Source: an optimization exercise on an open RTL-to-GDS flow (aim: small area, a short achievable clock period and few clock cycles per item). Production flows keep margins and buffers that such runs may drop.
The RTL was checked by simulation tests, not by an equivalence proof against the original design.
No activity file was given, so power comes from the tool's default toggle rates.

--- design.v ---
`timescale 1ns / 1ps
package lbed_pkg;
	localparam int STRIDE     = 16;
	localparam int MAX_GROUPS = 4096;
	localparam int SAMPLE_W = 16;
	localparam int TIME_W   = 48;
	localparam int LEVEL_W  = 20;
	localparam int IVL_W    = 16;
	localparam int CFG_W    = 20;
	localparam int CFG_IDX_W = 1;
	localparam int FILL_W = $clog2(STRIDE);
	localparam int SUM_W  = SAMPLE_W + FILL_W;
	localparam int CNT_W  = $clog2(MAX_GROUPS + 1);
	localparam int PROD_W = 2 * SUM_W - 1;
	localparam int ACC_W  = PROD_W + CNT_W - 1;
	localparam int SQ_W   = ACC_W + (ACC_W % 2);
	localparam int ROOT_W = SQ_W / 2;
	localparam int REM_W  = ROOT_W + 2;
	localparam int SUB_W  = (REM_W > CNT_W + 1) ? REM_W : CNT_W + 1;
	localparam int STEP_W = $clog2(SQ_W + 1);
	localparam logic [CFG_IDX_W-1:0] REG_RISE_THRESHOLD = 1'b0;
	localparam logic [CFG_IDX_W-1:0] REG_MIN_INTERVAL   = 1'b1;
	typedef struct packed {
		logic             start;
		logic [ACC_W-1:0] dividend;
		logic [CNT_W-1:0] divisor;
	} ds_req_t;
	typedef struct packed {
		logic              done;
		logic [ROOT_W-1:0] root;
	} ds_rsp_t;
endpackage
`timescale 1ns / 1ps
import lbed_pkg::*;
module lbed_divsqrt
(
	input  logic        clk,
	input  logic        load,
	input  logic        run,
	input  logic        phase,
	input  logic [50:0] dividend,
	input  logic [12:0] divisor,
	output logic [19:0] root,
	output logic        rbit
);
	logic [11:0] rem_q;    
	logic [38:0] num_q;    
	logic [1:0]  qb_q;     
	logic [20:0] srem_q;   
	logic [19:0] root_q;
	logic [13:0] dtry;
	logic        qbit;
	logic [22:0] sopa;
	logic [23:0] stry;
	logic        sbit;
	assign dtry = {1'b0, rem_q, num_q[38]} - {1'b0, divisor};
	assign qbit = ~dtry[13];
	assign sopa = {srem_q, qb_q};
	assign stry = {1'b0, sopa} - {2'b00, root_q, 2'b01};
	assign sbit = ~stry[23];
	always_ff @(posedge clk) begin
		if (load) begin
			rem_q <= dividend[50:39];
			num_q <= dividend[38:0];
			qb_q  <= '0;
		end else begin
			rem_q <= qbit ? dtry[11:0] : {rem_q[10:0], num_q[38]};
			num_q <= {num_q[37:0], 1'b0};
			qb_q  <= {qb_q[0], qbit};
		end
		if (load) begin
			srem_q <= '0;
			root_q <= '0;
		end else if (run && phase) begin
			srem_q <= sbit ? stry[20:0] : sopa[20:0];
			root_q <= {root_q[18:0], sbit};
		end
	end
	assign root = root_q;
	assign rbit = sbit;
endmodule
module lbed_rca #(
	parameter int W = 8
) (
	input  logic [W-1:0] a,
	input  logic [W-1:0] b,
	input  logic         ci,
	output logic [W-1:0] s,
	output logic         co
);
	logic [W:0] c;
	assign c[0] = ci;
	for (genvar i = 0; i < W; i++) begin : g_bit
		assign s[i]   = a[i] ^ b[i] ^ c[i];
		assign c[i+1] = (a[i] & b[i]) | (c[i] & (a[i] ^ b[i]));
	end
	assign co = c[W];
endmodule
`timescale 1ns / 1ps
import lbed_pkg::*;
module low_band_energy_beat_detector_core
(
	input  logic                 clk,
	input  logic                 arst_n,
	input  logic                 cfg_we,
	input  logic [lbed_pkg::CFG_IDX_W-1:0] cfg_index,
	input  logic [lbed_pkg::CFG_W-1:0]     cfg_wdata,
	input  logic                 s_tvalid,
	output logic                 s_tready,
	input  logic [63:0]          s_tdata,    
	input  logic                 s_tlast,    
	output logic                 m_tvalid,
	input  logic                 m_tready,
	output logic [23:0]          m_tdata,    
	output logic                 m_tuser     
);
	localparam logic [2:0] D_IDLE = 3'd0;
	localparam logic [2:0] D_WAIT = 3'd1;
	localparam logic [2:0] D_RUN  = 3'd2;
	localparam logic [2:0] D_OUT  = 3'd3;
	logic [19:0] thr_q;
	logic [15:0] ivl_q;
	logic [19:0] gs_q;
	logic [3:0]  fill_q;
	logic [12:0] cnt_q;
	logic [15:0] x_q;        
	logic        xv_q;       
	logic        xc_q;       
	logic        xl_q;       
	logic        held_q;
	logic [47:0] ta_q;
	logic [50:0] acc_q;
	logic        acc_c_q;
	logic        mbusy_q;
	logic        own_q;      
	logic [3:0]  mstep_q;
	logic [19:0] mm_q;
	logic [19:0] mh_q;       
	logic [19:0] ml_q;
	logic        mneg_q;
	logic        mtwo_q;
	logic        mone_q;
	logic [2:0]  dst_q;
	logic [5:0]  dc_q;
	logic [12:0] dn_q;
	logic [47:0] tq_q;
	logic [47:0] lb_q;
	logic [19:0] prev_q;     
	logic        hp_q;
	logic        beat_q;
	logic        valid_q;
	logic        gc_q;
	logic        gt_q;
	logic        gnz_q;
	logic        rpos_q;
	logic        rneg_q;
	logic        rd_q;
	logic [19:0] root;
	logic        sbit;
	logic        dfree;
	logic        accept;
	logic        take;
	logic        close;
	logic        move;
	logic        xfer;
	logic        mdone;
	logic        sstep;
	logic [19:0] new_sum;
	logic [12:0] cnt_inc;
	logic [21:0] ppx;
	logic [21:0] msum;
	logic [38:0] prod;
	logic [38:0] acc_sum;
	logic [5:0]  acc_co;
	logic [11:0] acc_inc;
	logic [47:0] el;
	logic [11:0] el_co;
	logic [3:0]  gtc;
	logic [7:0]  enz;
	logic        rise;
	logic        beat;
	logic        taken;
	logic [2:0]  rt;        
	assign dfree    = (dst_q == D_IDLE) || (dst_q == D_OUT && m_tready);
	assign s_tready = !held_q || (dst_q == D_IDLE);
	assign accept   = s_tvalid && s_tready;
	assign take     = !cnt_q[12] || held_q;
	assign close    = accept && take && (fill_q == 4'd15);
	assign move     = held_q && dfree;
	assign mdone    = mbusy_q && (mstep_q == 4'd15);
	assign xfer     = (dst_q == D_WAIT) && !own_q;
	assign new_sum  = gs_q + {{4{x_q[15]}}, x_q};
	assign cnt_inc  = cnt_q + 13'd1;
	always_ff @(posedge clk or negedge arst_n) begin
		if (!arst_n) begin
			thr_q <= '0;
			ivl_q <= '0;
		end else if (cfg_we) begin
			if (cfg_index[0])
				ivl_q <= cfg_wdata[15:0];
			else
				thr_q <= cfg_wdata;
		end else if (sstep) begin
			thr_q <= {thr_q[18:0], thr_q[19]};
		end
	end
	always_ff @(posedge clk or negedge arst_n) begin
		if (!arst_n) begin
			gs_q   <= '0;
			fill_q <= '0;
			cnt_q  <= '0;
			held_q <= 1'b0;
			xv_q   <= 1'b0;
			xc_q   <= 1'b0;
			xl_q   <= 1'b0;
		end else begin
			if (accept && s_tlast)
				fill_q <= '0;
			else if (accept && take)
				fill_q <= fill_q + 4'd1;
			if (move)
				cnt_q <= '0;
			else if (close)
				cnt_q <= cnt_inc;
			if (accept && s_tlast)
				held_q <= 1'b1;
			else if (move)
				held_q <= 1'b0;
			xv_q <= accept && take;
			xc_q <= close;
			xl_q <= accept && s_tlast;
			if (xc_q || xl_q)
				gs_q <= '0;
			else if (xv_q)
				gs_q <= new_sum;
		end
	end
	always_ff @(posedge clk) begin
		if (accept)
			x_q <= s_tdata[15:0];
	end
	assign ppx  = mtwo_q ? {mm_q[19], mm_q, 1'b0} : mone_q ? {{2{mm_q[19]}}, mm_q} : 22'd0;
	assign msum = {{2{mh_q[19]}}, mh_q} + (ppx ^ {22{mneg_q}}) + {21'd0, mneg_q};
	always_ff @(posedge clk or negedge arst_n) begin
		if (!arst_n) begin
			mbusy_q <= 1'b0;
			own_q   <= 1'b0;
		end else begin
			if (xc_q)
				mbusy_q <= 1'b1;
			else if (mdone)
				mbusy_q <= 1'b0;
			if (move)
				own_q <= xc_q || (mbusy_q && !mdone);
			else if (mdone)
				own_q <= 1'b0;
		end
	end
	always_ff @(posedge clk) begin
		if (xc_q) begin
			mstep_q <= '0;
			mm_q    <= new_sum;
			ml_q    <= new_sum;
			mh_q    <= '0;
			mneg_q  <= new_sum[1];
			mtwo_q  <= new_sum[1] && !new_sum[0];
			mone_q  <= new_sum[0];
		end else if (mbusy_q) begin
			mstep_q <= mstep_q + 4'd1;
			if (!mstep_q[3] || mstep_q[2:1] == 2'b00) begin
				mh_q   <= msum[21:2];
				ml_q   <= {msum[1:0], ml_q[19:2]};
				mneg_q <= ml_q[3] && !(ml_q[2] && ml_q[1]);
				mtwo_q <= (ml_q[3:2] == 2'b01 && ml_q[1]) || (ml_q[3:2] == 2'b10 && !ml_q[1]);
				mone_q <= ml_q[2] ^ ml_q[1];
			end
		end
	end
	assign prod    = {mh_q[18:0], ml_q};
	for (genvar k = 0; k < 5; k++) begin : g_acc
		lbed_rca #(.W(7)) u_add (
			.a  (acc_q[7*k +: 7]),
			.b  (prod[7*k +: 7]),
			.ci ((k == 0) ? 1'b0 : acc_c_q),
			.s  (acc_sum[7*k +: 7]),
			.co (acc_co[k])
		);
	end
	lbed_rca #(.W(4)) u_add_top (
		.a  (acc_q[38:35]),
		.b  (prod[38:35]),
		.ci (acc_c_q),
		.s  (acc_sum[38:35]),
		.co (acc_co[5])
	);
	assign acc_inc = acc_q[50:39] + {11'd0, acc_co[5]};
	always_ff @(posedge clk or negedge arst_n) begin
		if (!arst_n) begin
			acc_q <= '0;
		end else if (xfer) begin
			acc_q <= '0;
		end else if (mbusy_q) begin
			unique case (mstep_q)
				4'd10: acc_q[6:0]   <= acc_sum[6:0];
				4'd11: acc_q[13:7]  <= acc_sum[13:7];
				4'd12: acc_q[20:14] <= acc_sum[20:14];
				4'd13: acc_q[27:21] <= acc_sum[27:21];
				4'd14: acc_q[34:28] <= acc_sum[34:28];
				4'd15: acc_q[50:35] <= {acc_inc, acc_sum[38:35]};
				default: ;
			endcase
		end
	end
	always_ff @(posedge clk) begin
		unique case (mstep_q)
			4'd10:   acc_c_q <= acc_co[0];
			4'd11:   acc_c_q <= acc_co[1];
			4'd12:   acc_c_q <= acc_co[2];
			4'd13:   acc_c_q <= acc_co[3];
			default: acc_c_q <= acc_co[4];
		endcase
	end
	assign sstep = (dst_q == D_RUN) && dc_q[0];
	lbed_divsqrt u_divsqrt (
		.clk      (clk),
		.load     (xfer),
		.run      (dst_q == D_RUN),
		.phase    (dc_q[0]),
		.dividend (acc_q),
		.divisor  (dn_q),
		.root     (root),
		.rbit     (sbit)
	);
	assign rt = {rd_q, 1'b0} + {1'b0, sbit} + 3'd2 - {2'b00, prev_q[19]} - {2'b00, thr_q[19]};
	always_ff @(posedge clk) begin
		if (xfer) begin
			rpos_q <= 1'b0;
			rneg_q <= 1'b0;
			rd_q   <= 1'b0;
		end else if (sstep && !rpos_q && !rneg_q) begin
			rpos_q <= (rt >= 3'd4);
			rneg_q <= (rt < 3'd2);
			rd_q   <= (rt == 3'd3);
		end
	end
	assign rise = rpos_q || (!rneg_q && rt >= 3'd3);
	for (genvar k = 0; k < 12; k++) begin : g_el
		lbed_rca #(.W(4)) u_sub (
			.a  (tq_q[4*k +: 4]),
			.b  (~lb_q[4*k +: 4]),
			.ci ((k == 0) ? 1'b1 : gc_q),
			.s  (el[4*k +: 4]),
			.co (el_co[k])
		);
	end
	always_comb begin
		for (int k = 0; k < 4; k++) begin
			logic g;
			g = (k == 0) ? 1'b0 : gt_q;
			for (int i = 4*k; i < 4*k+4; i++)
				g = (el[i] && !ivl_q[i]) || (!(el[i] ^ ivl_q[i]) && g);
			gtc[k] = g;
		end
		for (int k = 0; k < 8; k++)
			enz[k] = (el[16+4*k +: 4] != 4'd0);
	end
	always_ff @(posedge clk) begin
		if (dst_q == D_RUN && dc_q[5:4] == 2'd0 && dc_q[3:2] != 2'd3) begin
			gc_q <= el_co[dc_q[3:0]];
			if (dc_q[3:2] == 2'd0)
				gt_q <= gtc[dc_q[1:0]];
			if (dc_q[3:0] == 4'd0)
				gnz_q <= 1'b0;
			else if (dc_q[3:2] != 2'd0)
				gnz_q <= gnz_q || enz[dc_q[3:0] - 4'd4];
		end
	end
	assign beat = hp_q && rise && (gt_q || gnz_q);
	assign taken = (dst_q == D_OUT) && m_tready;
	always_ff @(posedge clk or negedge arst_n) begin
		if (!arst_n) begin
			dst_q   <= D_IDLE;
			hp_q    <= 1'b0;
			lb_q    <= '0;
		end else begin
			if (taken && beat_q)
				lb_q <= tq_q;
			if (taken && valid_q)
				hp_q <= 1'b1;
			unique case (dst_q)
				D_IDLE: if (move) dst_q <= D_WAIT;
				D_WAIT: if (!own_q) dst_q <= (dn_q == '0) ? D_OUT : D_RUN;
				D_RUN:  if (dc_q == 6'd39) dst_q <= D_OUT;
				D_OUT:  if (m_tready) dst_q <= move ? D_WAIT : D_IDLE;
				default: dst_q <= D_IDLE;
			endcase
		end
	end
	always_ff @(posedge clk) begin
		dc_q <= (dst_q == D_RUN) ? dc_q + 6'd1 : 6'd0;
		if (accept && s_tlast)
			ta_q <= s_tdata[63:16];
		if (move) begin
			tq_q <= ta_q;
			dn_q <= cnt_q;
		end
		if (xfer) begin
			valid_q <= (dn_q != '0);
			beat_q  <= 1'b0;
		end else if (dst_q == D_RUN && dc_q == 6'd39) begin
			beat_q  <= beat;
		end
		if (taken && valid_q)
			prev_q <= root;
		else if (sstep)
			prev_q <= {prev_q[18:0], 1'b0};
	end
	assign m_tvalid = (dst_q == D_OUT);
	assign m_tdata  = {3'b000, root, beat_q};
	assign m_tuser  = valid_q;
endmodule
--- flow/run.sh ---
#!/bin/bash
# Standard layout (the standard.sh, unchanged synthesis) with two changes: a larger setup
# repair margin, so that repair_timing works the paths down to about 3.1 ns, and the smallest
# plain buffer (buf_1) for the port buffers that global placement puts on every input and
# output. All of make's output (every ORFS step, OpenROAD and Yosys) goes to flow_make.log
# here; ORFS also keeps its per-step logs under orfs/logs.
set -euo pipefail
bash standard.sh "BUFFER_PORTS_ARGS=-buffer_cell sky130_fd_sc_hd__buf_1" SETUP_SLACK_MARGIN=5.9 finish > flow_make.log 2>&1
--- standard.sh ---
#!/bin/bash
# synth_recipe.tcl (not shown) runs the flow's synth.tcl, then flattens the netlist and writes it again
# the make line also repeats each setting of config.mk as NAME=value (left out here)
make -C /OpenROAD-flow-scripts/flow DESIGN_CONFIG=/design/flow/config.mk WORK_HOME=/design/flow/orfs CLKGATE_MAP_FILE= SYNTH_SCRIPT=/design/flow/synth_recipe.tcl "${@:-finish}"
--- config.mk ---
export PLATFORM = sky130hd
export DESIGN_NAME = low_band_energy_beat_detector_core
export DESIGN_NICKNAME = low_band_energy_beat_detector_core
export VERILOG_FILES = /design/flow/design.v
export SDC_FILE = /design/flow/constraint.sdc
export NUM_CORES = 4
export LEC_CHECK = 0
export CAP_MARGIN = 20
export CORE_MARGIN = 2
export CORE_UTILIZATION = 40
export CTS_CLUSTER_DIAMETER = 80
export CTS_CLUSTER_SIZE = 30
export PLACE_DENSITY = 0.6
export SLEW_MARGIN = 20
--- constraint.sdc ---
create_clock -name core_clock -period 9.0 [get_ports {clk}]
set_input_delay 1.8000 -clock core_clock [delete_from_list [all_inputs] [get_ports {clk}]]
set_output_delay 1.8000 -clock core_clock [all_outputs]
set_load 0.01 [all_outputs]
==> results of run 1 <==
registers in the layout, indices dropped and copies added (netlist names), 13 cells and up:
| register | cells |
|---|---|
| mh_q | 20 |
| ta_q | 48 |
| prev_q | 20 |
| u_divsqrt.srem_q | 21 |
| u_divsqrt.num_q | 39 |
| tq_q | 48 |
| dn_q | 13 |
| ml_q | 20 |
| x_q | 16 |
| lb_q | 48 |
| thr_q | 20 |
| ivl_q | 16 |
| mm_q | 20 |
| acc_q | 51 |
| gs_q | 20 |
| cnt_q | 13 |
| u_divsqrt.root_q | 20 |
cells in the final DEF (no fill, tap or decap), types with 15 or more instances in the layout:
master and instances:
a21oi_1 130, inv_1 181, dfxtp_2 16, xnor2_1 56
dfxtp_1 109, buf_1 109, nand2b_1 20, edfxtp_1 192
a211oi_1 35, and2_1 15, nand2_1 323, nor2b_1 18
nand4_1 18, nand3_1 33, fa_2 47, clkbuf_16 31
ha_1 78, mux2i_1 55, buf_4 65, ha_2 15
dfrtp_1 180, nor3_1 20, fa_1 42, xor2_1 38
o21ai_0 149, nor2_1 141, a21o_1 26, o21a_1 18
mux2_2 56
per-layer routing:
layer,vias to the layer above,part of all wire (%),GRT usage [%]
met5,-,0,0
li1,8359,-,-
met3,69,3.1,1.87
met4,0,2.0,3.53
met2,274,50,29.3
met1,8382,45,22.0
logic make-up (layout without fill, tap and decap cells):
group | count (synthesis) | in the layout | share of synthesized area, %
adder cells (fa/ha/maj) | 196 | 196 | 12.4
XOR/XNOR | 97 | 97 | 3.43
AO/OA/AOI/OAI | 494 | 495 | 12.1
buffers and inverters | 301 | 445 | 4.64
multiplexers | 114 | 114 | 4.95
AND/OR/NAND/NOR | 651 | 652 | 11.4
other | 1 | 3 | 0.0149
flip-flops | 502 | 502 | 51.1
worst max path at each step:
stage	depth (start not counted)	from	end	slack [ns]
global placement	12	mtwo_q	mh_q[18]	4.66
CTS	4	dst_q[1]	s_tready	5.64
global route	14	mtwo_q	mh_q[16]	5.59
floorplan	10	gc_q	gnz_q	5.90
detailed placement	12	mtwo_q	mh_q[16]	4.53
finish	4	dst_q[1]	s_tready	5.65
timing repair:
item / in CTS / in global routing
cloned: 3 / 0
endpoints found under the setup margin: 44 / 102
hold endpoints to repair: 0 / 0
resized for setup: 58 / 101
pin swaps: 30 / 44
buffers inserted: 39 / 21
cell type report:
class                   instances  area [µm²]
clock buffers                  34         788
clock inverters                22         354
fillers                      5791       33900
inverters                     198         749
multi-input cells            1557       11900
flip-flops and latches        502       12900
well taps                     846        1060
repair buffers                191        1100
worst max-delay path: stages, from the launching register on:
cell      delay [ns]
dfrtp_1         0.41
inv_2           0.09
ha_4            0.15
nand2b_4        0.16
buf_6           0.11
through the flow:
step	hold WS (ns)	power (W)	util, %
CTS	0.419	0.00419	45.1
detailed placement	0.405	0.00254	42.4
floorplan	0.399	0.00249	-
global placement	0.402	0.00254	42.4
finish	0.411	0.00413	45.9
global route	0.429	0.00429	45.9
power groups by stage:
stage | combinational [W] | sequential [W] | clock (W)
final | 0.000100 | 0.00239 | 0.00164
after floorplan | 0.0000530 | 0.00244 | 0
after global routing | 0.000115 | 0.00240 | 0.00178
after global placement | 0.0000962 | 0.00244 | 0
after detailed placement | 0.000101 | 0.00244 | 0
after CTS | 0.000102 | 0.00239 | 0.00169
==> impl_metrics.csv, run 1 <==
group,metric,value,unit
yosys,synth_flop_cell,"edfxtp_1",
layout,final_area,28800,µm²
clock_tree,insertion_delay,0.63,ns
critical_path,r2r-start,"mtwo_q",
global_route,grt_usage,16.6,%
outcome,status,"timing/DRC/antenna clean",
global_route,grt_max_degree,84,
yosys,netlist_instances,2356,
critical_path,critPathRequiredTime,7.20,ns
clock_tree,cts_hold_buf,0,
power_and_ir_drop,switchingPower,0.000977,W
yosys,synth.distinct_cells,76,
placed_design,dp_cells,3230,
clock_tree,cts_root_buf,"clkbuf_16",
route,routed_via_density,5.10,
power_and_ir_drop,pwr-share-seq,58.0,%
timing,rsz0062_at_grt,"yes",
timing,period_minus_slack,3.35,ns
floorplan,die_w,255,µm
placed_design,port_buffers,114,
floorplan,ios,118,
timing,fin_worst_skew,0.0258,ns
critical_path,cp_max_fo,3,
clock_tree,clkSinkCount,502,
yosys,synth.area.top_cells,"edfxtp_1 23%, dfrtp_1 18%, dfxtp_1 10%",
floorplan,dieArea,65100,µm²
timing,slew-limit-headroom,30.8,%
power_and_ir_drop,p_sw_share,23.7,%
route,drt_iter0_markers,1042,
run,maxCapViolations,0,
critical_path,r2r_end,"mh_q[16]",
power_and_ir_drop,cell_internal_pwr,0.00315,W
timing,tns,0,ns
power_and_ir_drop,power_frac_clock,39.6,%
yosys,synthArstFlopShare,36.1,%
yosys,synth_area_per_cell,10.7,µm²
min_path,hold_depth,2,
placed_design,dp_hpwl,37300,µm
placed_design,dpl-instance-area,26600,µm²
critical_path,startpoint_type,"flop",
power_and_ir_drop,p_leak,11.5,nW
critical_path,end_kind,"output port",
floorplan,die_h,255,µm
yosys,ys_top_cells_by_count,"326 x nand2_1, 196 x inv_1, 192 x edfxtp_1, 181 x dfrtp_1, 155 x o21ai_0",
yosys,ys_ff_latch,502,
yosys,synth.most_common_cell,"nand2_1",
layout,antenna_cells,0,
global_route,grt.overflow.total,0,
route,totalWireLength,54700,µm
global_route,grt_first_pass_wirelength,88100,µm
critical_path,crit_type,"reg -> out",
timing,setup_ws,5.65,ns
route,drc_errors,0,
timing,timing.final.crit_share,37.2,%
yosys,ys_seq_area_share,51.1,%
timing,fmax,0.299,GHz
critical_path,regToRegSetupSlack,5.67,ns
placed_design,gp_congestion,0.856,
route,num_vias,17100,
min_path,hold_class,"reg -> reg",
floorplan,initial_utilization,40.2,%
clock_tree,cts_tree,"done",
route,firstDrtPassIters,5,
yosys,synth_edf_count,192,
global_route,antenna_found_initial,0,
power_and_ir_drop,power_density,143,nW/µm²
clock_tree,cts.clk_slew.worst_paths,0.10,ns
yosys,ys_warn_count,2,
route,wl_per_cell,16.3,µm
layout,areaGrowthSynthToFinish,14.3,%
min_path,min_to,"u_divsqrt.num_q[1]",
floorplan,fp.coreArea,62700,µm²
critical_path,cp.arrival,1.55,ns
layout,final_nets,2767,
timing,setup_violations,0,
power_and_ir_drop,combPwrFrac,2.4,%
route,antenna_left,0,
min_path,hp-start,"u_divsqrt.num_q[0]",
yosys,yosysTopAreaCellShare,22.9,%
floorplan,num_rows,92,
layout,drive_above_1_share,15.2,%
timing,worstMarginPinSlew,1.04,ns
yosys,yosysTopAreaCell,"edfxtp_1",
timing,hold_violations,0,
layout,layoutNonFillerInstCount,3350,
power_and_ir_drop,ir_worst_vdd,0.171,mV
timing,report.final.slew_viol_count,0,
placed_design,pre_cts_ws,4.53,ns
critical_path,reg2reg_depth,14,
clock_tree,clk_path_buf_depth,3,
clock_tree,cts_buffers,30,
global_route,grt_pass1_vias,17100,
yosys,syn-cell-area,25200,µm²
clock_tree,h-tree-depth,1,
Testbench counts, summed over its fixed seeds: cycles 70,286, items 68,461.
==> run 2, diff against run 1 <==
--- a/design.v
+++ b/design.v
@@ -143,2 +143,6 @@
 	logic [2:0]  dst_q;
+	logic [2:0]  dst_d;
+	logic        held_d;
+	logic        rdy_q;      
+	logic        mv_q;       
 	logic [5:0]  dc_q;
@@ -184,3 +188,3 @@
 	assign dfree    = (dst_q == D_IDLE) || (dst_q == D_OUT && m_tready);
-	assign s_tready = !held_q || (dst_q == D_IDLE);
+	assign s_tready = rdy_q;
 	assign accept   = s_tvalid && s_tready;
@@ -224,6 +228,3 @@
 				cnt_q <= cnt_inc;
-			if (accept && s_tlast)
-				held_q <= 1'b1;
-			else if (move)
-				held_q <= 1'b0;
+			held_q <= held_d;
 			xv_q <= accept && take;
@@ -382,2 +383,4 @@
 			dst_q   <= D_IDLE;
+			rdy_q   <= 1'b1;
+			mv_q    <= 1'b0;
 			hp_q    <= 1'b0;
@@ -389,11 +392,23 @@
 				hp_q <= 1'b1;
-			unique case (dst_q)
-				D_IDLE: if (move) dst_q <= D_WAIT;
-				D_WAIT: if (!own_q) dst_q <= (dn_q == '0) ? D_OUT : D_RUN;
-				D_RUN:  if (dc_q == 6'd39) dst_q <= D_OUT;
-				D_OUT:  if (m_tready) dst_q <= move ? D_WAIT : D_IDLE;
-				default: dst_q <= D_IDLE;
-			endcase
+			dst_q <= dst_d;
+			rdy_q <= !held_d || (dst_d == D_IDLE);
+			mv_q  <= (dst_d == D_OUT);
 		end
 	end
+	always_comb begin
+		dst_d = dst_q;
+		unique case (dst_q)
+			D_IDLE: if (move) dst_d = D_WAIT;
+			D_WAIT: if (!own_q) dst_d = (dn_q == '0) ? D_OUT : D_RUN;
+			D_RUN:  if (dc_q == 6'd39) dst_d = D_OUT;
+			D_OUT:  if (m_tready) dst_d = move ? D_WAIT : D_IDLE;
+			default: dst_d = D_IDLE;
+		endcase
+		if (accept && s_tlast)
+			held_d = 1'b1;
+		else if (move)
+			held_d = 1'b0;
+		else
+			held_d = held_q;
+	end
 	always_ff @(posedge clk) begin
@@ -417,3 +432,3 @@
 	end
-	assign m_tvalid = (dst_q == D_OUT);
+	assign m_tvalid = mv_q;
 	assign m_tdata  = {3'b000, root, beat_q};
==> impl_metrics.csv, run 2 <==
group,metric,value,unit
outcome,status,"timing/DRC/antenna clean",
critical_path,startpoint_type,"flop",
yosys,ys_ff_latch,505,
layout,antenna_cells,0,
yosys,ys_warn_count,2,
global_route,grt_first_pass_wirelength,88700,µm
global_route,grt_usage,16.8,%
min_path,hold_class,"reg -> reg",
power_and_ir_drop,cell_internal_pwr,0.00464,W
layout,final_cell_mix,"310 x nand2_1, 192 x edfxtp_1, 186 x inv_1",
critical_path,cp.arrival,3.58,ns
power_and_ir_drop,p_leak,11.6,nW
yosys,synth.distinct_cells,89,
critical_path,end_kind,"flop",
timing,rsz0062_at_grt,"yes",
yosys,synth.area.top_cells,"edfxtp_1 23%, dfrtp_1 18%, dfxtp_1 10%",
floorplan,dieArea,65200,µm²
power_and_ir_drop,ir_worst_vdd,0.233,mV
route,drt_iter0_markers,1119,
layout,areaGrowthSynthToFinish,13.2,%
yosys,synth_flop_cell,"edfxtp_1",
global_route,grt_max_degree,137,
global_route,grt_pass1_vias,17200,
power_and_ir_drop,finalPower,0.00739,W
placed_design,dp_hpwl,37700,µm
floorplan,ios,118,
placed_design,dp_cells,3202,
critical_path,crit_type,"reg -> reg",
timing,slew-limit-headroom,45.1,%
layout,layoutNonFillerInstCount,3305,
route,totalWireLength,54400,µm
yosys,synth_area_per_cell,10.9,µm²
critical_path,critPathRequiredTime,9.37,ns
yosys,synth.most_common_cell,"nand2_1",
power_and_ir_drop,power_density,259,nW/µm²
timing,fmax,0.312,GHz
layout,largest_reg_flops,51,
layout,final_area,28600,µm²
timing,tns,0,ns
layout,final_nets,2717,
timing,setup_violations,0,
layout,layout_commonest_cell,"nand2_1",
yosys,ys_top_cells_by_count,"315 x nand2_1, 192 x edfxtp_1, 190 x inv_1, 183 x dfrtp_1, 158 x o21ai_0",
timing,hold_violations,0,
yosys,synth_edf_count,192,
route,antenna_left,0,
global_route,antenna_found_initial,0,
power_and_ir_drop,power_frac_clock,22.3,%
timing,worstMarginPinSlew,0.824,ns
clock_tree,cts_tree,"done",
yosys,syn-cell-area,25300,µm²
placed_design,gp_congestion,0.880,
route,drc_errors,0,
placed_design,port_buffers,114,
timing,report.final.slew_viol_count,0,
clock_tree,cts_hold_buf,0,
clock_tree,cts_buffers,31,
layout,top_register,"acc_q",
power_and_ir_drop,pwr-share-seq,38.9,%
clock_tree,clkSinkCount,505,
route,firstDrtPassIters,5,
floorplan,num_rows,92,
run,maxCapViolations,0,
timing,fin_worst_skew,0.0402,ns
floorplan,die_h,255,µm
yosys,netlist_instances,2326,
route,wl_per_cell,16.5,µm
global_route,grt.overflow.total,0,
power_and_ir_drop,combPwrFrac,38.8,%
yosys,yosysTopAreaCell,"edfxtp_1",
clock_tree,cts.clk_slew.worst_paths,0.10,ns
yosys,yosysTopAreaCellShare,22.8,%
power_and_ir_drop,p_sw_share,37.2,%
critical_path,cp_max_fo,4,
timing,timing.final.crit_share,35.7,%
clock_tree,h-tree-depth,1,
timing,period_minus_slack,3.21,ns
clock_tree,insertion_delay,0.64,ns
floorplan,fp.coreArea,62700,µm²
clock_tree,clk_path_buf_depth,3,
yosys,ys_seq_area_share,51.3,%
route,num_vias,16900,
power_and_ir_drop,switchingPower,0.00275,W
layout,drive_above_1_share,13.3,%
floorplan,initial_utilization,40.3,%
placed_design,dpl-instance-area,26500,µm²
yosys,synthArstFlopShare,36.4,%
clock_tree,cts_root_buf,"clkbuf_16",
floorplan,die_w,255,µm
route,routed_via_density,5.12,
==> run 2: cell types whose count changed after synthesis, sizes merged, moves of 6 or more <==
cell	previous run	this run
nor2	146	125
a22o	1	19
nand2	326	315
a211oi	39	29
nand4	18	28
o21a	20	11
xnor2	58	66
inv	198	191
mux2	56	62
nand2b	22	16
o31ai	4	10
==> run 2: what timing repair did <==
item                                    in CTS  in global routing
resized for setup                           67                 88
gates cloned                                 2                  2
pin swaps                                   11                 34
buffers inserted                            28                 13
endpoints found under the setup margin      63                120
==> run 2: critical path: stages, from the launching register on <==
cell      delay, ns
edfxtp_1       0.40
buf_4          0.19
fa_2           0.39
fa_2           0.34
fa_2           0.34
fa_1           0.48
ha_1           0.31
a211oi_2       0.21
a21oi_1        0.06
a21o_1         0.21
==> run 2: path summary, 6_finish.rpt <==
check / endpoint / cells after the start / from / slack (ns)
worst max register to register: gt_q / 9 / gc_q / 5.79
max in group asynchronous: lb_q[33] / 2 / arst_n / 6.49
min in group asynchronous: thr_q[1] / 1 / arst_n / 1.27
worst max-delay path: gt_q / 9 / gc_q / 5.79
worst min-delay path: tq_q[40] / 0 / ta_q[40] / 0.41
worst min register to register: tq_q[40] / 0 / ta_q[40] / 0.41
==> run 2: area by class of cell <==
cell class,count,area (µm²)
fill,5750,34200
sequential,505,13000
multi-input combinational,1536,11800
tap,846,1060
timing repair buffer,167,887
clock buffer,35,826
inverter,192,733
clock inverter,23,313
timing repair inverter,1,6.26
==> run 2: cell families (layout without fill, tap and decap cells) <==
family / Yosys count / in the layout / synth area share [%]
buf+inv: 290 / 418 / 4.44
compound gates: 505 / 505 / 12.7
simple gates: 606 / 608 / 10.5
fa+ha+maj: 192 / 192 / 12.2
other cells: 1 / 4 / 0.0148
flops: 505 / 505 / 51.3
mux: 119 / 119 / 5.17
xor+xnor: 108 / 108 / 3.75
==> run 2: through the flow <==
stage	setup slack [ns]	util, %	hold WS (ns)
floorplan	5.89	-	0.399
global placement	4.85	42.3	0.403
detailed placement	4.80	42.3	0.404
CTS	5.75	44.8	0.414
global route	5.67	45.6	0.428
finish	5.79	45.6	0.414
==> run 2: metal layers <==
layer	track usage, %	part of all wire [%]
met1	23.1	46
met2	28.7	49
met3	1.77	3.2
met4	3.61	2.1
met5	0	0
==> run 2: power groups by stage <==
stage	combinational [W]	sequential [W]	clock, W
CTS	0.00273	0.00287	0.00170
finish	0.00287	0.00287	0.00165
floorplan	0.00203	0.00285	0
global route	0.00318	0.00291	0.00178
global placement	0.00248	0.00292	0
detailed placement	0.00254	0.00292	0
Testbench counts of run 2, summed over its fixed seeds: cycles 70,286, items 68,461.
==> run 3, diff against run 2 <==
--- a/config.mk
+++ b/config.mk
@@ -9,6 +9,6 @@
 export CORE_MARGIN = 2
-export CORE_UTILIZATION = 40
+export CORE_UTILIZATION = 55
 export CTS_CLUSTER_DIAMETER = 80
 export CTS_CLUSTER_SIZE = 30
-export PLACE_DENSITY = 0.6
+export PLACE_DENSITY = 0.7
 export SLEW_MARGIN = 20
==> impl_metrics.csv, run 3 <==
group,metric,value,unit
outcome,status,"timing/DRC/antenna clean",
critical_path,cpMaxStageDelayCell,"dfrtp_1",
global_route,grt.overflow.total,0,
yosys,synth.area.top_cells,"edfxtp_1 23%, dfrtp_1 18%, dfxtp_1 10%",
floorplan,die_w,218,µm
yosys,synthArstFlopShare,36.4,%
timing,report.final.slew_viol_count,0,
min_path,hold_class,"reg -> reg",
power_and_ir_drop,power_density,259,nW/µm²
layout,drive_above_1_share,13.2,%
yosys,syn-cell-area,25300,µm²
route,wl_per_cell,17.4,µm
route,totalWireLength,53000,µm
yosys,synth.distinct_cells,89,
power_and_ir_drop,cell_internal_pwr,0.00457,W
floorplan,ios,118,
route,firstDrtPassIters,5,
timing,tns,0,ns
yosys,netlist_instances,2326,
power_and_ir_drop,power_frac_clock,20.4,%
floorplan,die_h,218,µm
timing,fin_worst_skew,0.0253,ns
layout,multi_input_area,11800,µm²
critical_path,critPathRequiredTime,9.50,ns
layout,nFillCells,3631,
yosys,ys_top_cells_by_count,"315 x nand2_1, 192 x edfxtp_1, 190 x inv_1, 183 x dfrtp_1, 158 x o21ai_0",
clock_tree,cts_tree,"done",
power_and_ir_drop,p_sw_share,37.2,%
timing,hold_violations,0,
route,num_vias,16900,
clock_tree,insertion_delay,0.61,ns
placed_design,gp_congestion,0.895,
critical_path,crit_top_cell,"fa_1",
yosys,ys_seq_area_share,51.3,%
floorplan,fp.coreArea,45400,µm²
global_route,grt_max_degree,170,
placed_design,port_buffers,114,
run,maxCapViolations,0,
yosys,ys_warn_count,2,
critical_path,r2r-start,"acc_q[0]",
yosys,yosysTopAreaCellShare,22.8,%
layout,regArea,13000,µm²
power_and_ir_drop,combPwrFrac,39.9,%
timing,rsz0062_at_grt,"yes",
clock_tree,clk_path_buf_depth,3,
layout,areaGrowthSynthToFinish,11.3,%
power_and_ir_drop,p_leak,11.4,nW
power_and_ir_drop,ir_worst_vdd,0.201,mV
global_route,grt_pass1_vias,16800,
clock_tree,h-tree-depth,1,
yosys,synth_edf_count,192,
min_path,hp-start,"ta_q[47]",
layout,top_register,"acc_q",
floorplan,num_rows,78,
clock_tree,clkSinkCount,505,
layout,layout_commonest_cell,"nand2_1",
yosys,ys_ff_latch,505,
critical_path,cpLargestDelayFamily,"adder cells",
critical_path,crit_chain,"ha_1, fa_1, inv_1, fa_1, fa_1, inv_1, fa_1, fa_2, fa_2, a221oi_2, a21oi_1, nand2_1, o21ai_0",
placed_design,dpl-instance-area,26200,µm²
layout,antenna_cells,0,
route,drc_errors,0,
yosys,synth_area_per_cell,10.9,µm²
critical_path,cp_max_fo,2,
layout,final_nets,2706,
timing,setup_violations,0,
timing,fmax,0.315,GHz
timing,period_minus_slack,3.18,ns
placed_design,dp_hpwl,36800,µm
critical_path,worst-path-buf-inv,2,
critical_path,end_kind,"flop",
timing,timing.final.crit_share,35.3,%
clock_tree,cts.clk_slew.worst_paths,0.10,ns
layout,final_area,28100,µm²
floorplan,initial_utilization,55.6,%
clock_tree,cts_root_buf,"clkbuf_16",
clock_tree,cts_buffers,27,
global_route,grt_usage,22.4,%
critical_path,crit_type,"reg -> reg",
layout,largest_reg_flops,51,
critical_path,cp-startpoint,"acc_q[0]",
floorplan,dieArea,47600,µm²
yosys,yosysTopAreaCell,"edfxtp_1",
layout,final_cell_mix,"311 x nand2_1, 192 x edfxtp_1, 186 x inv_1",
power_and_ir_drop,finalPower,0.00727,W
global_route,antenna_found_initial,0,
route,routed_via_density,5.56,
critical_path,cp.arrival,3.68,ns
global_route,grt_first_pass_wirelength,86100,µm
power_and_ir_drop,pwr-share-seq,39.7,%
yosys,synth.most_common_cell,"nand2_1",
route,drt_iter0_markers,1103,
critical_path,critPathMaxStageDelay,0.40,ns
timing,slew-limit-headroom,34.1,%
power_and_ir_drop,switchingPower,0.00270,W
critical_path,startpoint_type,"flop",
route,antenna_left,0,
yosys,synth_flop_cell,"edfxtp_1",
timing,worstMarginPinSlew,0.989,ns
run 3: area by class of cell:
class	count	share of cell area, %
Sequential cell	505	46.2
Timing Repair Buffer	161	3.08
Tap cell	600	2.67
Multi-Input combinational cell	1535	42.1
Timing Repair inverter	1	0.0223
Clock inverter	22	0.988
Inverter	192	2.60
Clock buffer	28	2.42
run 3: timing repair:
action,CTS,global route
cloned,1,2
setup endpoints to repair,57,109
pin swaps,12,42
setup buffers,21,14
resized for setup,52,105
hold buffers,0,0
run 3: metal layers:
| layer | vias to the layer above | global-route usage [%] | share of wire [%] |
|---|---|---|---|
| li1 | 8254 | - | - |
| met5 | - | 0 | 0 |
| met3 | 61 | 2.41 | 3.4 |
| met2 | 304 | 38.2 | 50 |
| met1 | 8320 | 30.8 | 45 |
| met4 | 0 | 5.17 | 2.1 |
run 3: cell families (layout without fill, tap and decap cells):
| kind of cell | count (synthesis) | in the layout | synth area share, % |
|---|---|---|---|
| AOI/OAI and AO/OA | 505 | 505 | 12.7 |
| adders and majority gates | 192 | 192 | 12.2 |
| DFF | 505 | 505 | 51.3 |
| muxes | 119 | 119 | 5.17 |
| other | 1 | 4 | 0.0148 |
| xor gates and xnor gates | 108 | 108 | 3.75 |
| and+or+nand+nor | 606 | 607 | 10.5 |
| buffers and inverters | 290 | 404 | 4.44 |
run 3: final timing paths:
kind	to	slack [ns]	cells after the start
min in group asynchronous	gs_q[2]	1.07	1
worst max register to register	acc_c_q	5.82	13
max in group asynchronous	ivl_q[9]	6.70	2
worst min register to register	tq_q[47]	0.42	0
worst max-delay path	acc_c_q	5.82	13
worst min-delay path	tq_q[47]	0.42	0
run 3: metrics by stage:
| stage | hold WS, ns | setup slack [ns] | std cells | utilization, % |
|---|---|---|---|---|
| after floorplan | 0.399 | 5.89 | 2329 | - |
| after global routing | 0.428 | 5.71 | 3044 | 61.9 |
| after CTS | 0.423 | 5.78 | 3028 | 60.8 |
| final | 0.421 | 5.82 | 3044 | 61.9 |
| after global placement | 0.402 | 4.97 | 2956 | 57.8 |
| after detailed placement | 0.405 | 4.91 | 2956 | 57.8 |
run 3: power groups by stage:
stage | registers [W] | clock network (W) | logic [W]
4_1_cts | 0.00288 | 0.00152 | 0.00275
2_1_floorplan | 0.00285 | 0 | 0.00203
6_report | 0.00289 | 0.00148 | 0.00291
5_1_grt | 0.00292 | 0.00160 | 0.00320
3_5_place_dp | 0.00293 | 0 | 0.00254
3_3_place_gp | 0.00292 | 0 | 0.00247
run 3: worst reg2reg max path, delay by kind of cell, from the launching register on:
family,cells,cell delay (ns)
buffers and inverters,2,0.12
AO/OA/AOI/OAI,3,0.45
AND/OR/NAND/NOR,1,0.09
flip-flops,1,0.40
adder cells (fa/ha/maj),7,2.03
==> run 4, diff against run 3 <==
--- a/design.v
+++ b/design.v
@@ -265,5 +265,2 @@
 			mh_q    <= '0;
-			mneg_q  <= new_sum[1];
-			mtwo_q  <= new_sum[1] && !new_sum[0];
-			mone_q  <= new_sum[0];
 		end else if (mbusy_q) begin
@@ -273,7 +270,13 @@
 				ml_q   <= {msum[1:0], ml_q[19:2]};
-				mneg_q <= ml_q[3] && !(ml_q[2] && ml_q[1]);
-				mtwo_q <= (ml_q[3:2] == 2'b01 && ml_q[1]) || (ml_q[3:2] == 2'b10 && !ml_q[1]);
-				mone_q <= ml_q[2] ^ ml_q[1];
 			end
 		end
+		if (xc_q) begin
+			mneg_q <= new_sum[1];
+			mtwo_q <= new_sum[1] && !new_sum[0];
+			mone_q <= new_sum[0];
+		end else begin
+			mneg_q <= ml_q[3] && !(ml_q[2] && ml_q[1]);
+			mtwo_q <= (ml_q[3:2] == 2'b01 && ml_q[1]) || (ml_q[3:2] == 2'b10 && !ml_q[1]);
+			mone_q <= ml_q[2] ^ ml_q[1];
+		end
 	end
--- a/config.mk
+++ b/config.mk
@@ -9,6 +9,6 @@
 export CORE_MARGIN = 2
-export CORE_UTILIZATION = 55
+export CORE_UTILIZATION = 40
 export CTS_CLUSTER_DIAMETER = 80
 export CTS_CLUSTER_SIZE = 30
-export PLACE_DENSITY = 0.7
+export PLACE_DENSITY = 0.6
 export SLEW_MARGIN = 20
==> impl_metrics.csv, run 4 <==
group,metric,value,unit
timing,slew-limit-headroom,36.9,%
clock_tree,insertion_delay,0.58,ns
power_and_ir_drop,finalPower,0.00763,W
placed_design,port_buffers,114,
clock_tree,cts_buffers,34,
yosys,synth.most_common_cell,"nand2_1",
critical_path,cp_max_fo,2,
power_and_ir_drop,power_frac_clock,22.8,%
global_route,grt_usage,17.2,%
floorplan,die_w,254,µm
layout,multi_input_area,11600,µm²
power_and_ir_drop,p_leak,11.4,nW
yosys,synth.distinct_cells,78,
run,maxCapViolations,0,
global_route,grt_first_pass_wirelength,89300,µm
critical_path,reg2reg_depth,13,
yosys,ys_ff_latch,505,
critical_path,startpoint_type,"flop",
clock_tree,cts_root_buf,"clkbuf_16",
yosys,synth_area_per_cell,10.8,µm²
layout,final_cell_mix,"305 x nand2_1, 189 x edfxtp_1, 182 x dfrtp_1",
critical_path,crit_type,"reg -> reg",
critical_path,regToRegSetupSlack,5.72,ns
power_and_ir_drop,ir_worst_vdd,0.251,mV
critical_path,cpMaxStageDelayCell,"dfrtp_1",
clock_tree,cts.clk_slew.worst_paths,0.10,ns
route,totalWireLength,54600,µm
global_route,grt_max_degree,75,
critical_path,cpLargestDelayFamily,"adder cells",
min_path,hold_class,"reg -> reg",
critical_path,end_kind,"flop",
layout,final_nets,2688,
yosys,synth_edf_count,189,
floorplan,initial_utilization,40.5,%
floorplan,dieArea,64500,µm²
layout,layoutNonFillerInstCount,3268,
floorplan,die_h,254,µm
timing,setup_violations,0,
floorplan,ios,118,
yosys,ys_top_cells_by_count,"308 x nand2_1, 192 x inv_1, 189 x edfxtp_1, 183 x dfrtp_1, 151 x o21ai_0",
route,drc_errors,0,
timing,worstMarginPinSlew,0.945,ns
layout,utilization,46.0,%
yosys,yosysTopAreaCellShare,22.7,%
placed_design,dp_hpwl,37800,µm
critical_path,worst-path-buf-inv,2,
outcome,status,"timing/DRC/antenna clean",
timing,fin_worst_skew,0.0418,ns
global_route,antenna_found_initial,1,
route,drt_iter0_markers,1258,
layout,areaGrowthSynthToFinish,13.4,%
critical_path,r2r-start,"acc_q[7]",
yosys,synth.area.top_cells,"edfxtp_1 23%, dfrtp_1 18%, dfxtp_1 11%",
placed_design,dp_cells,3179,
power_and_ir_drop,pwr-share-seq,38.4,%
timing,fmax,0.305,GHz
critical_path,cp-startpoint,"acc_q[7]",
yosys,syn-cell-area,25000,µm²
timing,timing.final.crit_share,36.4,%
power_and_ir_drop,switchingPower,0.00285,W
critical_path,cp.arrival,3.75,ns
placed_design,gp_congestion,0.854,
layout,layout_commonest_cell,"nand2_1",
layout,drive_above_1_share,14.4,%
power_and_ir_drop,cell_internal_pwr,0.00477,W
global_route,grt_pass1_vias,17000,
floorplan,fp.coreArea,61700,µm²
route,wl_per_cell,16.7,µm
layout,nFillCells,5814,
timing,setup_ws,5.72,ns
clock_tree,h-tree-depth,2,
yosys,synth_flop_cell,"edfxtp_1",
power_and_ir_drop,combPwrFrac,38.8,%
critical_path,critPathMaxStageDelay,0.42,ns
critical_path,crit_top_cell,"fa_2",
placed_design,pre_cts_ws,5.07,ns
yosys,synthArstFlopShare,36.4,%
timing,period_minus_slack,3.28,ns
clock_tree,cts_tree,"done",
yosys,yosysTopAreaCell,"edfxtp_1",
timing,tns,0,ns
timing,rsz0062_at_grt,"yes",
floorplan,num_rows,91,
critical_path,r2r_end,"acc_c_q",
clock_tree,clk_path_buf_depth,3,
power_and_ir_drop,p_sw_share,37.4,%
critical_path,critPathRequiredTime,9.47,ns
clock_tree,cts_hold_buf,0,
route,num_vias,16800,
yosys,ys_seq_area_share,51.7,%
critical_path,crit_chain,"fa_2, inv_2, fa_2, fa_2, fa_2, inv_2, fa_2, fa_2, fa_2, a221oi_4, a21oi_1, nand2_1, o21ai_1",
route,firstDrtPassIters,5,
timing,report.final.slew_viol_count,0,
layout,largest_reg_flops,51,
power_and_ir_drop,power_density,269,nW/µm²
global_route,grt.overflow.total,0,
critical_path,crit_cells,13,
route,antenna_left,0,
timing,hold_violations,0,
critical_path,endpoint,"acc_c_q",
yosys,netlist_instances,2311,
route,routed_via_density,5.14,
layout,regArea,13000,µm²
clock_tree,clkSinkCount,505,
layout,top_register,"acc_q",
yosys,ys_warn_count,2,
run 4: cell count changes in the layout (fill, tap and decap cells not counted), sizes merged, moves of 6 or more:
cell,change
nand4,-11
or3,+7
nand2,-6
o31ai,-9
nor2,+9
clkbuf,+7
a22o,-6
buf,-8
a21oi,-9
nand4b,+6
o21a,+7
run 4: how the worst min path moves through the flow:
stage               slack, ns                   to  cells past startpoint                 from
detailed placement       0.40              tq_q[0]                      0              ta_q[0]
CTS                      0.42  u_divsqrt.num_q[25]                      2  u_divsqrt.num_q[24]
global route             0.43              tq_q[4]                      0              ta_q[4]
floorplan                0.40  u_divsqrt.num_q[11]                      2  u_divsqrt.num_q[10]
finish                   0.42  u_divsqrt.num_q[25]                      2  u_divsqrt.num_q[24]
global placement         0.40             tq_q[20]                      0             ta_q[20]
run 4: tightest hold or removal path, cell delays in order, from the launching register on:
cell	delay (ns)
dfxtp_1	0.31
nand2_1	0.04
nand2_1	0.05
run 4: metrics by stage:
step / instance area [µm²] / hold WS, ns
5_1_grt: 28400 / 0.429
4_1_cts: 28000 / 0.420
3_3_place_gp: 26500 / 0.401
6_report: 28400 / 0.420
2_1_floorplan: 25300 / 0.399
3_5_place_dp: 26500 / 0.405
run 4: what timing repair did:
action                                  in CTS  in global routing
resized for setup                           61                 90
buffers inserted                            12                 12
pin swaps                                   11                 25
endpoints found under the setup margin      98                162
cloned                                       1                  2
run 4: final cells by class:
type	count	area share (%)
Multi-Input combinational cell	1516	41.0
Sequential cell	505	45.7
Clock buffer	36	3.14
Clock inverter	25	1.13
Timing Repair Buffer	152	2.69
Inverter	195	2.65
Antenna cell	1	0.00882
Tap cell	837	3.69
Timing Repair inverter	1	0.0265
run 4: cells by family (layout without fill, tap and decap cells):
family / count (synthesis) / count (layout) / share of synthesized area, %
simple gates: 606 / 608 / 10.6
flops: 505 / 505 / 51.7
compound gates: 489 / 489 / 12.0
buf+inv: 295 / 409 / 4.54
fa+ha+maj: 192 / 192 / 12.3
mux: 115 / 115 / 5.11
xor+xnor: 108 / 108 / 3.78
other cells: 1 / 5 / 0.0150
run 4: metal layers:
metal  up-vias  wire length, µm  GRT usage (%)
met5         -                0              0
met4         0             1410           5.80
met3        81             1930           2.18
met2       306            26500           28.9
met1      8267            24800           23.0
li1       8153                -              -
run 4: power groups by stage:
stage	registers (W)	logic [W]	clock network (W)
6_report	0.00293	0.00296	0.00174
4_1_cts	0.00293	0.00288	0.00179
3_3_place_gp	0.00297	0.00270	0
3_5_place_dp	0.00298	0.00275	0
5_1_grt	0.00297	0.00326	0.00188
2_1_floorplan	0.00290	0.00218	0
Testbench counts of run 4, summed over its fixed seeds: cycles 70,286, items 68,461.
==> run 5, diff against run 4 <==
--- a/design.v
+++ b/design.v
@@ -132,2 +132,3 @@
 	logic [50:0] acc_q;
+	logic        rst_q;      
 	logic        acc_c_q;
@@ -212,3 +213,2 @@
 		if (!arst_n) begin
-			gs_q   <= '0;
 			fill_q <= '0;
@@ -232,6 +232,2 @@
 			xl_q <= accept && s_tlast;
-			if (xc_q || xl_q)
-				gs_q <= '0;
-			else if (xv_q)
-				gs_q <= new_sum;
 		end
@@ -239,4 +235,7 @@
 	always_ff @(posedge clk) begin
-		if (accept)
-			x_q <= s_tdata[15:0];
+		x_q <= s_tdata[15:0];
+		if (xc_q || xl_q || rst_q)
+			gs_q <= '0;
+		else if (xv_q)
+			gs_q <= new_sum;
 	end
@@ -301,5 +300,9 @@
 	always_ff @(posedge clk or negedge arst_n) begin
-		if (!arst_n) begin
-			acc_q <= '0;
-		end else if (xfer) begin
+		if (!arst_n)
+			rst_q <= 1'b1;
+		else
+			rst_q <= 1'b0;
+	end
+	always_ff @(posedge clk) begin
+		if (xfer || rst_q) begin
 			acc_q <= '0;
--- a/config.mk
+++ b/config.mk
@@ -9,6 +9,6 @@
 export CORE_MARGIN = 2
-export CORE_UTILIZATION = 40
+export CORE_UTILIZATION = 55
 export CTS_CLUSTER_DIAMETER = 80
 export CTS_CLUSTER_SIZE = 30
-export PLACE_DENSITY = 0.6
+export PLACE_DENSITY = 0.7
 export SLEW_MARGIN = 20
==> impl_metrics.csv, run 5 <==
group,metric,value,unit
placed_design,port_buffers,114,
route,routed_via_density,5.49,
global_route,grt.overflow.total,0,
timing,report.final.slew_viol_count,0,
layout,layout_commonest_cell,"nand2_1",
timing,rsz0062_at_grt,"yes",
yosys,synth_area_per_cell,10.5,µm²
route,firstDrtPassIters,6,
clock_tree,h-tree-depth,1,
floorplan,fp.coreArea,44200,µm²
global_route,grt_max_degree,74,
layout,layoutNonFillerInstCount,3084,
floorplan,die_w,216,µm
timing,worstMarginPinSlew,0.935,ns
yosys,synth.distinct_cells,85,
timing,fin_hold_ws,0.424,ns
timing,fin_worst_skew,0.0247,ns
layout,antenna_cells,0,
yosys,synthArstFlopShare,22.5,%
route,wl_per_cell,16.4,µm
placed_design,dp_cells,2974,
yosys,ys_top_cells_by_count,"376 x nand2_1, 219 x dfxtp_1, 173 x edfxtp_1, 170 x inv_1, 139 x a21oi_1",
power_and_ir_drop,p_leak,11.2,nW
timing,hold_violations,0,
yosys,synth.area.top_cells,"edfxtp_1 21%, dfxtp_1 18%, dfrtp_1 11%",
yosys,netlist_instances,2348,
min_path,hold_class,"reg -> reg",
yosys,yosysTopAreaCellShare,21.1,%
clock_tree,insertion_delay,0.61,ns
critical_path,end_kind,"flop",
power_and_ir_drop,power_density,222,nW/µm²
run,maxCapViolations,0,
global_route,grt_first_pass_wirelength,83500,µm
layout,largest_reg_flops,51,
route,drt_iter0_markers,958,
route,num_vias,16900,
layout,final_cell_mix,"373 x nand2_1, 200 x dfxtp_1, 173 x edfxtp_1",
floorplan,ios,118,
floorplan,initial_utilization,55.8,%
timing,timing.final.crit_share,39.6,%
critical_path,cp_max_fo,2,
clock_tree,cts.clk_slew.worst_paths,0.11,ns
timing,period_minus_slack,3.57,ns
floorplan,die_h,216,µm
timing,slew-limit-headroom,37.6,%
critical_path,cp.arrival,4.09,ns
global_route,grt_pass1_vias,17000,
floorplan,dieArea,46600,µm²
layout,utilization,62.5,%
clock_tree,cts_hold_buf,0,
yosys,yosysTopAreaCell,"edfxtp_1",
timing,fmax,0.280,GHz
clock_tree,clk_path_buf_depth,3,
layout,final_nets,2754,
floorplan,num_rows,77,
global_route,antenna_found_initial,0,
route,totalWireLength,50400,µm
placed_design,dpl-instance-area,25800,µm²
route,antenna_left,0,
global_route,use_met1,27.4,%
clock_tree,cts_tree,"done",
critical_path,crit_type,"reg -> reg",
yosys,synth.most_common_cell,"nand2_1",
outcome,status,"timing/DRC/antenna clean",
yosys,ys_seq_area_share,50.4,%
yosys,ys_warn_count,2,
layout,areaGrowthSynthToFinish,12.1,%
timing,tns,0,ns
global_route,top_usage_layer,"met2",
layout,nFillCells,3510,
placed_design,gp_congestion,0.872,
clock_tree,cts_root_buf,"clkbuf_16",
route,drc_errors,0,
timing,setup_violations,0,
layout,drive_above_1_share,14.4,%
clock_tree,cts_buffers,27,
layout,final_area,27700,µm²
clock_tree,clkSinkCount,506,
yosys,synth_edf_count,173,
power_and_ir_drop,ir_worst_vdd,0.169,mV
layout,top_register,"acc_q",
placed_design,dp_hpwl,35000,µm
yosys,syn-cell-area,24700,µm²
yosys,synth_flop_cell,"dfxtp_1",
global_route,grt_use_met3,2.30,%
global_route,grtUsageMet2,38.5,%
critical_path,startpoint_type,"flop",
critical_path,critPathRequiredTime,9.52,ns
yosys,ys_ff_latch,506,
global_route,grt_usage,21.7,%
==> run 5: stage by stage <==
stage / setup WS (ns) / total power [W]
2_1_floorplan: 5.67 / 0.00406
3_3_place_gp: 5.02 / 0.00434
3_5_place_dp: 4.83 / 0.00439
4_1_cts: 5.45 / 0.00607
5_1_grt: 5.38 / 0.00650
6_report: 5.43 / 0.00615
==> run 5: cells by family (layout without fill, tap and decap cells) <==
kind of cell / count (synthesis) / after routing / share of synthesized area (%)
fa+ha+maj: 192 / 192 / 12.4
compound gates: 440 / 440 / 11.0
other cells: 1 / 5 / 0.0152
buf+inv: 270 / 410 / 4.28
mux: 114 / 114 / 5.13
xor+xnor: 106 / 106 / 3.76
flops: 506 / 506 / 50.4
simple gates: 719 / 719 / 13.0
==> run 5: final timing paths <==
kind                                      from                  end  slack (ns)  depth (start not counted)
max                                    ml_q[7]              acc_c_q        5.43                         11
min                        u_divsqrt.num_q[30]  u_divsqrt.num_q[31]        0.42                          2
max reg2reg                            ml_q[7]              acc_c_q        5.43                         11
min reg2reg                u_divsqrt.num_q[30]  u_divsqrt.num_q[31]        0.42                          2
max in group asynchronous               arst_n             ivl_q[8]        6.40                          2
min in group asynchronous               arst_n             lb_q[38]        1.23                          1
==> run 5: layout make-up <==
class	instances	area [µm²]	area share, %
repair inverters	1	8.76	0.0317
well taps	592	741	2.68
repair buffers	188	1040	3.75
flip-flops and latches	506	12500	45.1
clock buffers	31	691	2.50
inverters	171	662	2.39
clock inverters	19	300	1.09
multi-input cells	1576	11700	42.4
==> run 5: metal layers <==
| layer | wire (µm) | up-vias |
|---|---|---|
| met5 | 0 | - |
| met4 | 1580 | 0 |
| met3 | 1540 | 87 |
| met2 | 25600 | 280 |
| met1 | 21800 | 8274 |
| li1 | - | 8282 |
==> run 5: critical path, cell delays in order (launching register included) <==
cell      delay [ns]
edfxtp_1        0.43
fa_2            0.37
fa_2            0.35
fa_2            0.35
fa_2            0.36
fa_2            0.36
fa_2            0.35
inv_2           0.06
fa_2            0.21
inv_2           0.03
a221o_1         0.35
a32o_1          0.25
==> run 5: power by group <==
part	internal, W	switching, W	leakage, nW
Clock	0.000644	0.000849	0.475
Combinational	0.000880	0.00105	5.85
Sequential	0.00257	0.000156	4.88
Total	0.00410	0.00205	11.2
==> run 5: timing repair <==
| item | in CTS | in global routing |
|---|---|---|
| setup endpoints to repair | 110 | 99 |
| pin swaps | 15 | 25 |
| buffers inserted | 33 | 25 |
| resized for setup | 59 | 48 |
| gates cloned | 2 | 0 |
Testbench counts of run 5, summed over its fixed seeds: cycles 70,286, items 68,461.
==> run 6, diff against run 5 <==
==> flow/run.sh (replaced) <==
#!/bin/bash
# Standard layout (the standard.sh, unchanged synthesis) with two changes: a larger setup
# repair margin, so that repair_timing works the paths down to about 3.25 ns, and the smallest
# plain buffer (buf_1) for the port buffers that global placement puts on every input and
# output. All of make's output (every ORFS step, OpenROAD and Yosys) goes to flow_make.log
# here; ORFS also keeps its per-step logs under orfs/logs.
set -euo pipefail
bash standard.sh "BUFFER_PORTS_ARGS=-buffer_cell sky130_fd_sc_hd__buf_1" SETUP_SLACK_MARGIN=5.75 finish > flow_make.log 2>&1
==> impl_metrics.csv, run 6 <==
group,metric,value,unit
timing,setup_violations,0,
timing,fin_worst_skew,0.0380,ns
critical_path,regToRegSetupSlack,5.37,ns
critical_path,cp-startpoint,"ml_q[7]",
global_route,grt.overflow.total,0,
yosys,synthArstFlopShare,22.5,%
layout,utilization,62.1,%
layout,final_nets,2746,
timing,rsz0062_at_grt,"yes",
layout,areaGrowthSynthToFinish,11.3,%
clock_tree,h-tree-depth,1,
critical_path,reg2reg_depth,11,
floorplan,initial_utilization,55.8,%
yosys,ys_warn_count,2,
power_and_ir_drop,p_leak,11.2,nW
route,routed_via_density,5.47,
clock_tree,cts_root_buf,"clkbuf_16",
critical_path,cpLargestDelayFamily,"adder cells",
yosys,ys_top_cells_by_count,"376 x nand2_1, 219 x dfxtp_1, 173 x edfxtp_1, 170 x inv_1, 139 x a21oi_1",
critical_path,critPathRequiredTime,9.48,ns
critical_path,crit_type,"reg -> reg",
run,maxCapViolations,0,
route,drc_errors,0,
clock_tree,clkSinkCount,506,
critical_path,cpMaxStageDelayCell,"edfxtp_1",
outcome,status,"timing/DRC/antenna clean",
timing,fin_hold_ws,0.398,ns
yosys,yosysTopAreaCell,"edfxtp_1",
clock_tree,clk_path_buf_depth,3,
placed_design,dp_hpwl,34600,µm
placed_design,gp_congestion,0.883,
floorplan,num_rows,77,
global_route,grt_usage,21.8,%
route,totalWireLength,50500,µm
placed_design,port_buffers,114,
timing,report.final.slew_viol_count,0,
yosys,ys_ff_latch,506,
route,num_vias,16800,
timing,tns,0,ns
layout,drive_above_1_share,12.8,%
clock_tree,cts_buffers,26,
yosys,syn-cell-area,24700,µm²
floorplan,die_w,216,µm
min_path,hold_class,"reg -> reg",
clock_tree,cts_hold_buf,0,
power_and_ir_drop,finalPower,0.00609,W
route,antenna_left,0,
yosys,synth.distinct_cells,85,
layout,largest_reg_flops,51,
timing,fmax,0.276,GHz
route,firstDrtPassIters,6,
critical_path,startpoint_type,"flop",
timing,slew-limit-headroom,37.4,%
power_and_ir_drop,ir_worst_vdd,0.153,mV
floorplan,ios,118,
floorplan,fp.coreArea,44200,µm²
yosys,synth.area.top_cells,"edfxtp_1 21%, dfxtp_1 18%, dfrtp_1 11%",
layout,layout_commonest_cell,"nand2_1",
critical_path,crit_top_cell,"fa_2",
global_route,grt_max_degree,79,
layout,top_register,"acc_q",
yosys,synth_flop_cell,"dfxtp_1",
yosys,synth_edf_count,173,
critical_path,crit_cells,11,
critical_path,cp_max_fo,2,
yosys,yosysTopAreaCellShare,21.1,%
critical_path,crit_chain,"fa_2, fa_2, fa_2, fa_2, fa_2, fa_2, inv_2, fa_2, inv_1, a221o_1, a32o_1",
timing,setup_ws,5.37,ns
yosys,synth.most_common_cell,"nand2_1",
critical_path,r2r-start,"ml_q[7]",
clock_tree,cts.clk_slew.worst_paths,0.11,ns
route,wl_per_cell,16.4,µm
yosys,ys_seq_area_share,50.4,%
timing,worstMarginPinSlew,0.939,ns
floorplan,dieArea,46600,µm²
placed_design,pre_cts_ws,4.72,ns
route,drt_iter0_markers,1222,
clock_tree,insertion_delay,0.61,ns
min_path,hp-start,"ta_q[13]",
min_path,hold_depth,0,
global_route,grt_pass1_vias,17000,
critical_path,critPathMaxStageDelay,0.45,ns
timing,hold_violations,0,
critical_path,end_kind,"flop",
timing,timing.final.crit_share,40.3,%
critical_path,cp.arrival,4.11,ns
floorplan,die_h,216,µm
yosys,netlist_instances,2348,
layout,final_cell_mix,"375 x nand2_1, 200 x dfxtp_1, 173 x edfxtp_1",
global_route,antenna_found_initial,0,
power_and_ir_drop,power_density,222,nW/µm²
timing,period_minus_slack,3.63,ns
critical_path,worst-path-buf-inv,2,
yosys,synth_area_per_cell,10.5,µm²
global_route,grt_first_pass_wirelength,83900,µm
clock_tree,cts_tree,"done",
run 6: changes by cell type in the layout (fill, tap and decap cells not counted), moves of 4 or more:
| cell | previous run | this run |
|---|---|---|
| fa_1 | 35 | 45 |
| ha_1 | 85 | 89 |
| buf_4 | 62 | 57 |
| clkinv_8 | 5 | 0 |
| a21oi_1 | 132 | 136 |
| ha_2 | 8 | 3 |
| fa_2 | 54 | 44 |
run 6: routing by layer:
metal / share of wire, % / track usage [%]
met5: 0 / 0
met4: 2.5 / 5.95
met3: 3.4 / 2.49
met2: 49 / 38.3
met1: 45 / 28.7
run 6: what timing repair did:
action | 4_1_cts | 5_1_grt
setup buffers | 35 | 15
gates cloned | 3 | 0
hold endpoints to repair | 0 | 0
setup endpoints to repair | 82 | 73
gates resized for setup | 52 | 41
pin swaps | 20 | 16
run 6: final timing paths:
path                       endpoint
max                         acc_c_q
min                        tq_q[13]
max reg2reg                 acc_c_q
min reg2reg                tq_q[13]
max in group asynchronous   lb_q[4]
min in group asynchronous  lb_q[23]
run 6: where the power goes:
group | internal [W] | switching, W | total [W]
Clock | 0.000670 | 0.000814 | 0.00148
Sequential | 0.00257 | 0.000154 | 0.00272
Combinational | 0.000839 | 0.00105 | 0.00188
Total | 0.00408 | 0.00201 | 0.00609
run 6: cell type report:
class | count | area, µm²
fillers | 3559 | 16800
flip-flops and latches | 506 | 12500
multi-input cells | 1577 | 11600
repair buffers | 180 | 951
well taps | 592 | 741
clock buffers | 29 | 704
inverters | 171 | 659
clock inverters | 19 | 265
repair inverters | 1 | 8.76
diodes | 1 | 2.50
run 6: cells by family (layout without fill, tap and decap cells):
| kind of cell | count (synthesis) | in the layout | share of synthesized area (%) |
|---|---|---|---|
| xor gates and xnor gates | 106 | 106 | 3.76 |
| muxes | 114 | 114 | 5.13 |
| and+or+nand+nor | 719 | 720 | 13.0 |
| adders and majority gates | 192 | 192 | 12.4 |
| DFF | 506 | 506 | 50.4 |
| AOI/OAI and AO/OA | 440 | 440 | 11.0 |
| other | 1 | 6 | 0.0152 |
| buffers and inverters | 270 | 400 | 4.28 |
run 6: worst reg2reg max path, stage by stage, from the launching register on:
cell and delay (ns):
edfxtp_1 0.45, fa_2 0.36, fa_2 0.35, fa_2 0.36, fa_2 0.37, fa_2 0.36, fa_2 0.34, inv_2 0.06
fa_2 0.19, inv_1 0.05, a221o_1 0.37, a32o_1 0.26
run 6: stage by stage:
stage / std cells / cell area (µm²)
after CTS: 3060 / 27200
after global placement: 2974 / 25700
after detailed placement: 2974 / 25700
after global routing: 3075 / 27500
after floorplan: 2352 / 24800
final: 3076 / 27500

re-timing with driven ports:
How much do the figures lean on ideal ports? The routed layouts below were timed once more, with nothing changed but the port constraints. Step 1 sets driving cells, clkbuf_16 on the clock port and buf_2 on the other inputs (assumed; they add their load-dependent delay and slew). Step 2, shift: input delay + t, output delay - t, t = (earliest + latest rising clock arrival at the registers) / 2. This alone moves slack from input paths to output paths. Slacks: ideal / step 1 / step 2; pairs: ideal / step 1.
run | t, ns | slack for setup (ns) | worst hold slack (ns) | worst setup path at the end | latest minus earliest clock arrival (ns)
run 1 | 0.678 | 5.655 / 5.596 / 5.366 | 0.411 / 0.411 / 0.411 | input to register | 0.033 / 0.033
run 2 | 0.687 | 5.791 / 5.781 / 5.234 | 0.414 / 0.414 / 0.414 | input to register | 0.043 / 0.044
run 3 | 0.663 | 5.822 / 5.804 / 5.339 | 0.421 / 0.421 / 0.421 | input to register | 0.027 / 0.027
run 4 | 0.620 | 5.725 / 5.725 / 5.388 | 0.420 / 0.420 / 0.420 | input to register | 0.048 / 0.048
run 5 | 0.659 | 5.433 / 5.433 / 5.343 | 0.424 / 0.424 / 0.424 | input to register | 0.027 / 0.027
run 6 | 0.646 | 5.374 / 5.374 / 5.238 | 0.398 / 0.398 / 0.398 | input to register | 0.040 / 0.040
After both steps setup and hold are still met in every run listed. For run 2, which loses most, drivers alone change the setup slack by -0.010 ns; drivers and shift together by -0.557 ns.
